What follows belongs to an exercise in optimizing a design on an open flow for small area and a short achievable clock period; a production flow would make more cautious choices. In this exercise RTL edits were held to simulation tests only and were not proved equivalent to the original. Power is estimated from default activity; no workload was simulated.

Setup of the previous run:
Design scratchpad_mem, start of the top module:
module scratchpad_mem (
  input  logic                            clk,
  input  logic                            rst_n,
  input  logic                            ld_addr_valid,
  output logic                            ld_addr_ready,
  input  logic [2+16-1:0] ld_addr_data,
  output logic                            ld_data_valid,
  input  logic                            ld_data_ready,
  output logic [2+32-1:0] ld_data_data,
  output logic                            ld_done_valid,
  input  logic                            ld_done_ready,
  output logic [2-1:0]            ld_done_data,
  input  logic                            st_addr_valid,
  output logic                            st_addr_ready,
  input  logic [2+16-1:0] st_addr_data,
  input  logic                            st_data_valid,
  output logic                            st_data_ready,
  input  logic [2+32-1:0] st_data_data,
  output logic                            st_done_valid,
  input  logic                            st_done_ready,
  output logic [2-1:0]            st_done_data,
  output logic                            error_valid,
  output logic [15:0]                     error_code
);
Size in the first run: about 5500 cells after synthesis, roughly 2600 flip-flops, roughly 140 I/O pins, ~95000 sq um of cells after synthesis.
make LEC_CHECK=0 CAP_MARGIN=20 CORE_MARGIN=2 CORE_UTILIZATION=40 CTS_BUF_LIST=sky130_fd_sc_hd__clkbuf_8 CTS_CLUSTER_DIAMETER=60 CTS_CLUSTER_SIZE=16 SETUP_SLACK_MARGIN=1.3 SLEW_MARGIN=20 SYNTH_HIERARCHICAL=1 finish   # period 5.5 ns
run.sh (not shown) runs the stock make flow with config.mk's settings and CLKGATE_MAP_FILE= SYNTH_SCRIPT=/design/flow/synth_recipe.tcl, a recipe that flattens the netlist after the stock synthesis.
What the current run does differently from the previous run at the input level:
--- a/flow/config.mk
+++ b/flow/config.mk
@@ -8,9 +8,9 @@
 export CAP_MARGIN = 20
 export CORE_MARGIN = 2
-export CORE_UTILIZATION = 40
+export CORE_UTILIZATION = 50
 export CTS_BUF_LIST = sky130_fd_sc_hd__clkbuf_8
 export CTS_CLUSTER_DIAMETER = 60
 export CTS_CLUSTER_SIZE = 16
-export SETUP_SLACK_MARGIN = 1.3
+export SETUP_SLACK_MARGIN = 1.2
 export SLEW_MARGIN = 20
 export SYNTH_HIERARCHICAL = 1
Results
The current run finished end to end and its layout was clean on timing, DRC and antenna.
From the current run to the previous run, number of port buffers did not move at all.
The number of cells on the critical path of the current run exceeds that of the previous run by 1.
Compared with the previous run, in the current run amount of wire on met3 after detailed routing has decreased, total vias in the final route has decreased, initial cell density of the core has increased, worst setup slack has decreased.
Going from the previous run to the current run, the via count of the first global-routing pass was found to have gone down by 1398.
The current run against the previous run: worst hold slack ~0 delta; filler cell count in the final layout -5681.
The current run reports a higher fraction of the cycle the final worst path needs than the previous run does.
A library cell contributing the largest single delay on the critical path of sky130_fd_sc_hd__a22oi_1 is what the previous run shows, while sky130_fd_sc_hd__nand4_1 belongs to the current run.

== v4 ==
scratchpad_mem, a different RTL version from the one above (not shown whole).
Size: roughly 5000 cells after synthesis, about 2600 flip-flops, ~0.093 mm^2 of cells after synthesis.
==> flow/design.v (excerpt) <==
module scratchpad_mem (
  input  logic                            clk,
  input  logic                            rst_n,
  input  logic                            ld_addr_valid,
  output logic                            ld_addr_ready,
  input  logic [2+16-1:0] ld_addr_data,
  output logic                            ld_data_valid,
  input  logic                            ld_data_ready,
  output logic [2+32-1:0] ld_data_data,
  output logic                            ld_done_valid,
  input  logic                            ld_done_ready,
  output logic [2-1:0]            ld_done_data,
  input  logic                            st_addr_valid,
  output logic                            st_addr_ready,
  input  logic [2+16-1:0] st_addr_data,
  input  logic                            st_data_valid,
  output logic                            st_data_ready,
  input  logic [2+32-1:0] st_data_data,
  output logic                            st_done_valid,
  input  logic                            st_done_ready,
  output logic [2-1:0]            st_done_data,
  output logic                            error_valid,
  output logic [15:0]                     error_code
);
==> flow/config.mk <==
export PLATFORM = sky130hd
export DESIGN_NAME = scratchpad_mem
export DESIGN_NICKNAME = scratchpad_mem
export VERILOG_FILES = /design/flow/design.v
export SDC_FILE = /design/flow/constraint.sdc
export NUM_CORES = 4
export LEC_CHECK = 0
export CAP_MARGIN = 20
export CORE_MARGIN = 2
export CORE_UTILIZATION = 40
export SETUP_SLACK_MARGIN = 1.5
export SLEW_MARGIN = 20
export SYNTH_HIERARCHICAL = 1
==> flow/constraint.sdc <==
create_clock -name core_clock -period 5.5 [get_ports {clk}]
set_input_delay 1.1000 -clock core_clock [delete_from_list [all_inputs] [get_ports {clk}]]
set_output_delay 1.1000 -clock core_clock [all_outputs]
set_load 0.01 [all_outputs]
Looking at the reports, v4 completed the entire flow and the layout it produced met the timing, DRC and antenna checks.
Here is what was changed in the inputs of v17 compared with v4.
Settings: CTS_BUF_LIST newly set to sky130_fd_sc_hd__clkbuf_16; CTS_CLUSTER_SIZE newly set to 30; CTS_CLUSTER_DIAMETER newly set to 80.
Area added between synthesis and finish, v4 and v17: higher on v4. Comparing v4 and v17, switching power is higher on v4. Measured against each other, v4 and v17 differ in cell count, the lower figure coming from v17. Summary of v17 over v4: total power went down by about 15%; power share of the combinational group rose by 1.5 points; register clock-pin slew on the reported worst setup and hold paths moved up; clock power went down about 37%. v4 -> v17: final-layout setup total negative slack delta 0, exact match. Compared with v4, v17 shows design area that has gone down by a few percent. Transition at the pin with the smallest max-transition slack delta for v17 relative to v4: 0.021 ns higher.

The RTL this note starts from:
==> flow/design.v <==
`timescale 1ns/10ps
module store_lane_queue (
  input  logic                             clk,
  input  logic                             rst_n,
  input  logic                             addr_enq,
  input  logic [$clog2(64)-1:0] addr_idx,
  input  logic                             data_enq,
  input  logic [32-1:0]            data_elem,
  output logic                             addr_full,
  output logic                             data_full,
  output logic                             pair_req,
  output logic [$clog2(64)-1:0] head_idx,
  output logic [32-1:0]            head_elem,
  output logic                             deadlock_hit,
  input  logic                             pop
);
  localparam int IW = $clog2(64);
  logic [IW-1:0]         addr_q [4];
  logic [32-1:0] data_q [4];
  logic [1:0] addr_wp;
  logic [1:0] data_wp;
  logic [1:0] rp;
  logic [3:0] addr_th;    
  logic [3:0] data_th;
  logic       addr_empty;
  logic       data_empty;
  logic [5:0] dl_cnt;
  always_ff @(posedge clk) begin
    for (int e = 0; e < 4; e++) begin
      if (addr_enq && addr_wp == 2'(e)) addr_q[e] <= addr_idx;
      if (data_enq && data_wp == 2'(e)) data_q[e] <= data_elem;
    end
  end
  always_ff @(posedge clk or negedge rst_n) begin
    if (!rst_n) begin
      addr_wp  <= '0;
      data_wp  <= '0;
      rp       <= '0;
      addr_th  <= '0;
      data_th  <= '0;
    end else begin
      if (addr_enq) addr_wp <= addr_wp + 2'd1;
      if (data_enq) data_wp <= data_wp + 2'd1;
      if (pop)      rp      <= rp + 2'd1;
      if (addr_enq && !pop)      addr_th <= {addr_th[2:0], 1'b1};
      else if (!addr_enq && pop) addr_th <= {1'b0, addr_th[3:1]};
      if (data_enq && !pop)      data_th <= {data_th[2:0], 1'b1};
      else if (!data_enq && pop) data_th <= {1'b0, data_th[3:1]};
    end
  end
  assign addr_empty = !addr_th[0];
  assign data_empty = !data_th[0];
  assign addr_full  = addr_th[3];
  assign data_full  = data_th[3];
  assign pair_req   = !addr_empty && !data_empty;
  always_comb begin
    head_idx  = '0;
    head_elem = '0;
    for (int e = 0; e < 4; e++) begin
      head_idx  = head_idx  | (addr_q[e] & {IW{rp == 2'(e)}});
      head_elem = head_elem | (data_q[e] & {32{rp == 2'(e)}});
    end
  end
  always_ff @(posedge clk or negedge rst_n) begin
    if (!rst_n) begin
      dl_cnt <= '0;
    end else if (addr_empty ^ data_empty) begin
      if (!dl_cnt[5]) dl_cnt <= dl_cnt + 6'd1;
    end else begin
      dl_cnt <= '0;
    end
  end
  assign deadlock_hit = dl_cnt[5];
endmodule
`timescale 1ns/10ps
module scratchpad_array (
  input  logic                             clk,
  input  logic [7:0]                       wr_hi_n,
  input  logic [7:0]                       wr_lo_n,
  input  logic [32-1:0]            wr_elem,
  input  logic [$clog2(64)-1:0] rd_idx,
  output logic [32-1:0]            rd_elem
);
  localparam int EW = 32;
  logic [EW-1:0] mem [64];
  localparam int NC = 4;
  localparam int DG = EW / NC;
  logic [64-1:0] wl [NC];
  for (genvar c = 0; c < NC; c++) begin : g_wen
    logic [64-1:0] we;
    for (genvar w = 0; w < 64; w++) begin : g_we
      sp_nor2 we_i (.a(wr_hi_n[w/8]), .b(wr_lo_n[w%8]), .y(we[w]));
    end
    always_ff @(posedge clk) begin
      for (int w = 0; w < 64; w++)
        if (we[w]) mem[w][c*DG +: DG] <= wr_elem[c*DG +: DG];
    end
  end
  for (genvar c = 0; c < NC; c++) begin : g_dec
    logic [5:0] idx_n;
    logic [7:0] hi_n;
    logic [7:0] lo_n;
    for (genvar k = 0; k < 6; k++) begin : g_inv
      sp_inv inv_i (.a(rd_idx[k]), .y(idx_n[k]));
    end
    for (genvar i = 0; i < 8; i++) begin : g_pre
      sp_nand3 lo_i (
        .a(i[0] ? rd_idx[0] : idx_n[0]),
        .b(i[1] ? rd_idx[1] : idx_n[1]),
        .c(i[2] ? rd_idx[2] : idx_n[2]),
        .y(lo_n[i])
      );
      sp_nand3 hi_i (
        .a(i[0] ? rd_idx[3] : idx_n[3]),
        .b(i[1] ? rd_idx[4] : idx_n[4]),
        .c(i[2] ? rd_idx[5] : idx_n[5]),
        .y(hi_n[i])
      );
    end
    for (genvar w = 0; w < 64; w++) begin : g_wl
      sp_nor2 wl_i (.a(hi_n[w/8]), .b(lo_n[w%8]), .y(wl[c][w]));
    end
  end
  for (genvar b = 0; b < EW; b++) begin : g_bit
    logic [7:0]  t1;
    logic [3:0]  t2;
    for (genvar j = 0; j < 8; j++) begin : g_l1
      sp_ao8 g_i (
        .s(wl[b/DG][8*j +: 8]),
        .d({mem[8*j+7][b], mem[8*j+6][b], mem[8*j+5][b], mem[8*j+4][b],
            mem[8*j+3][b], mem[8*j+2][b], mem[8*j+1][b], mem[8*j][b]}),
        .y(t1[j])
      );
    end
    for (genvar j = 0; j < 4; j++) begin : g_l2
      sp_nor2 g_i (.a(t1[2*j]), .b(t1[2*j+1]), .y(t2[j]));
    end
    sp_nand4 g_l3 (.a(t2[0]), .b(t2[1]), .c(t2[2]), .d(t2[3]), .y(rd_elem[b]));
  end
endmodule
module sp_inv (input logic a, output logic y);
  assign y = ~a;
endmodule
module sp_nor2 (input logic a, input logic b, output logic y);
  assign y = ~(a | b);
endmodule
module sp_nand3 (input logic a, input logic b, input logic c, output logic y);
  assign y = ~(a & b & c);
endmodule
module sp_nand4 (input logic a, input logic b, input logic c, input logic d, output logic y);
  assign y = ~(a & b & c & d);
endmodule
module sp_ao8 (input logic [7:0] s, input logic [7:0] d, output logic y);
  assign y = |(s & d);
endmodule
`timescale 1ns/10ps
module error_latch (
  input  logic        clk,
  input  logic        rst_n,
  input  logic        tag_oob,
  input  logic        deadlock,
  output logic        error_valid,
  output logic [15:0] error_code
);
  logic [1:0] code;
  always_ff @(posedge clk or negedge rst_n) begin
    if (!rst_n) begin
      error_valid <= 1'b0;
      code        <= 2'd0;
    end else if (!error_valid && (tag_oob || deadlock)) begin
      error_valid <= 1'b1;
      code        <= tag_oob ? 2'd1 : 2'd2;
    end
  end
  assign error_code = {14'd0, code};
endmodule
`timescale 1ns/10ps
module scratchpad_mem (
  input  logic                            clk,
  input  logic                            rst_n,
  input  logic                            ld_addr_valid,
  output logic                            ld_addr_ready,
  input  logic [2+16-1:0] ld_addr_data,
  output logic                            ld_data_valid,
  input  logic                            ld_data_ready,
  output logic [2+32-1:0] ld_data_data,
  output logic                            ld_done_valid,
  input  logic                            ld_done_ready,
  output logic [2-1:0]            ld_done_data,
  input  logic                            st_addr_valid,
  output logic                            st_addr_ready,
  input  logic [2+16-1:0] st_addr_data,
  input  logic                            st_data_valid,
  output logic                            st_data_ready,
  input  logic [2+32-1:0] st_data_data,
  output logic                            st_done_valid,
  input  logic                            st_done_ready,
  output logic [2-1:0]            st_done_data,
  output logic                            error_valid,
  output logic [15:0]                     error_code
);
  localparam int IW = $clog2(64);
  localparam int NP = 3;
  localparam int EW = 32;
  logic [1:0]       ld_tag, sa_tag, sd_tag;
  logic             ld_ok, sa_ok, sd_ok;
  logic [NP-1:0]    addr_enq, data_enq, addr_full, data_full;
  logic [NP-1:0]    req, dl, pop, sel_oh;
  logic [IW-1:0]    head_idx  [NP];
  logic [EW-1:0]    head_elem [NP];
  logic [IW-1:0]    wr_idx;
  logic [EW-1:0]    wr_elem;
  logic [EW-1:0]    rd_elem;
  assign ld_tag        = ld_addr_data[17:16];
  assign ld_ok         = !(ld_tag[1] && ld_tag[0]);
  assign ld_addr_ready = ld_ok && ld_data_ready && ld_done_ready;
  assign ld_data_valid = ld_addr_valid && ld_ok && ld_done_ready;
  assign ld_done_valid = ld_addr_valid && ld_ok && ld_data_ready;
  assign ld_data_data  = {ld_tag, rd_elem};
  assign ld_done_data  = ld_tag;
  assign sa_tag = st_addr_data[17:16];
  assign sd_tag = st_data_data[33:32];
  assign sa_ok  = !(sa_tag[1] && sa_tag[0]);
  assign sd_ok  = !(sd_tag[1] && sd_tag[0]);
  assign st_addr_ready = sa_ok && !addr_full[sa_tag];
  assign st_data_ready = sd_ok && !data_full[sd_tag];
  for (genvar i = 0; i < NP; i++) begin : g_lane
    assign addr_enq[i] = st_addr_valid && (sa_tag == 2'(i)) && !addr_full[i];
    assign data_enq[i] = st_data_valid && (sd_tag == 2'(i)) && !data_full[i];
    store_lane_queue lane_i (
      .clk, .rst_n,
      .addr_enq(addr_enq[i]), .addr_idx(st_addr_data[IW-1:0]),
      .data_enq(data_enq[i]), .data_elem(st_data_data[EW-1:0]),
      .addr_full(addr_full[i]), .data_full(data_full[i]),
      .pair_req(req[i]), .head_idx(head_idx[i]), .head_elem(head_elem[i]),
      .deadlock_hit(dl[i]), .pop(pop[i])
    );
  end
  assign sel_oh[0] = req[0];
  assign sel_oh[1] = req[1] && !req[0];
  assign sel_oh[2] = req[2] && !req[1] && !req[0];
  assign st_done_valid = |req;
  assign st_done_data  = {sel_oh[2], sel_oh[1]};
  assign pop           = sel_oh & {NP{st_done_ready}};
  always_comb begin
    wr_idx  = '0;
    wr_elem = '0;
    for (int i = 0; i < NP; i++) begin
      wr_idx  = wr_idx  | (head_idx[i]  & {IW{sel_oh[i]}});
      wr_elem = wr_elem | (head_elem[i] & {EW{sel_oh[i]}});
    end
  end
  logic [7:0] wr_hi_n, wr_lo_n;
  logic       wr_go;
  assign wr_go = st_done_ready && (|req);
  for (genvar i = 0; i < 8; i++) begin : g_wdec
    assign wr_hi_n[i] = !(wr_idx[5:3] == 3'(i));
    assign wr_lo_n[i] = !(wr_go && (wr_idx[2:0] == 3'(i)));
  end
  scratchpad_array array_i (
    .clk, .wr_hi_n, .wr_lo_n, .wr_elem, .rd_idx(ld_addr_data[IW-1:0]), .rd_elem
  );
  error_latch error_i (
    .clk, .rst_n,
    .tag_oob((ld_addr_valid && !ld_ok) || (st_addr_valid && !sa_ok) || (st_data_valid && !sd_ok)),
    .deadlock(|dl), .error_valid, .error_code
  );
endmodule
==> flow/config.mk <==
export PLATFORM = sky130hd
export DESIGN_NAME = scratchpad_mem
export DESIGN_NICKNAME = scratchpad_mem
export VERILOG_FILES = /design/flow/design.v
export SDC_FILE = /design/flow/constraint.sdc
export NUM_CORES = 4
export LEC_CHECK = 0
export CAP_MARGIN = 20
export CORE_MARGIN = 2
export CORE_UTILIZATION = 40
export CTS_BUF_LIST = sky130_fd_sc_hd__clkbuf_8
export CTS_CLUSTER_DIAMETER = 60
export CTS_CLUSTER_SIZE = 16
export GPL_ROUTABILITY_DRIVEN = 0
export SETUP_SLACK_MARGIN = 1.5
export SLEW_MARGIN = 20
export SYNTH_HIERARCHICAL = 1
==> flow/constraint.sdc <==
create_clock -name core_clock -period 5.5 [get_ports {clk}]
set_input_delay 1.1000 -clock core_clock [delete_from_list [all_inputs] [get_ports {clk}]]
set_output_delay 1.1000 -clock core_clock [all_outputs]
set_load 0.01 [all_outputs]
Next try:
- GPL_ROUTABILITY_DRIVEN: 0 -> default
- PLACE_DENSITY: default -> 0.7
- SETUP_SLACK_MARGIN: 1.5 -> 1.2
=> Critical path depth goes up by 1. First-iteration DRC count goes up by about a fifth. Wire length goes down by a few percent. Design area goes down slightly.

## what the ideal ports hide
How much do the figures lean on ideal ports? The routed layouts below were timed once more, with nothing changed but the port constraints. Step 1 (the two cells are an assumption about what drives the block):
set clk [get_ports {clk}]
set_driving_cell -lib_cell sky130_fd_sc_hd__clkbuf_16 $clk
set_driving_cell -lib_cell sky130_fd_sc_hd__buf_2 [delete_from_list [all_inputs] $clk]
Step 2 moves the port delays by t, midway between the first and last clock arrival at a register: inputs arrive t later, outputs are due t later. That takes back most of the time a late clock gives input paths. Three values: ideal ports, drivers, drivers and shift; two values: the first two.
run | shift t [ns] | setup WS [ns] | worst setup path after step 2 | clock arrival spread, ns
the previous run | 1.085 | 1.139 / 1.075 / 1.075 | input to output | 0.089 / 0.088
the current run | 1.046 | 1.096 / 1.036 / 1.036 | input to output | 0.061 / 0.061
v4 | 0.984 | 0.903 / 0.806 / 0.806 | input to output | 0.104 / 0.104
v17 | 0.905 | 0.830 / 0.787 / 0.787 | input to output | 0.069 / 0.069
the first run of note 3 | 1.081 | 1.133 / 1.060 / 1.060 | input to output | 0.087 / 0.088
the second run of note 3 | 1.075 | 0.919 / 0.859 / 0.859 | input to output | 0.069 / 0.069
After both steps setup and hold are still met in every run listed. For v4, which loses most, drivers alone change the setup slack by -0.097 ns; drivers and shift together by -0.097 ns.
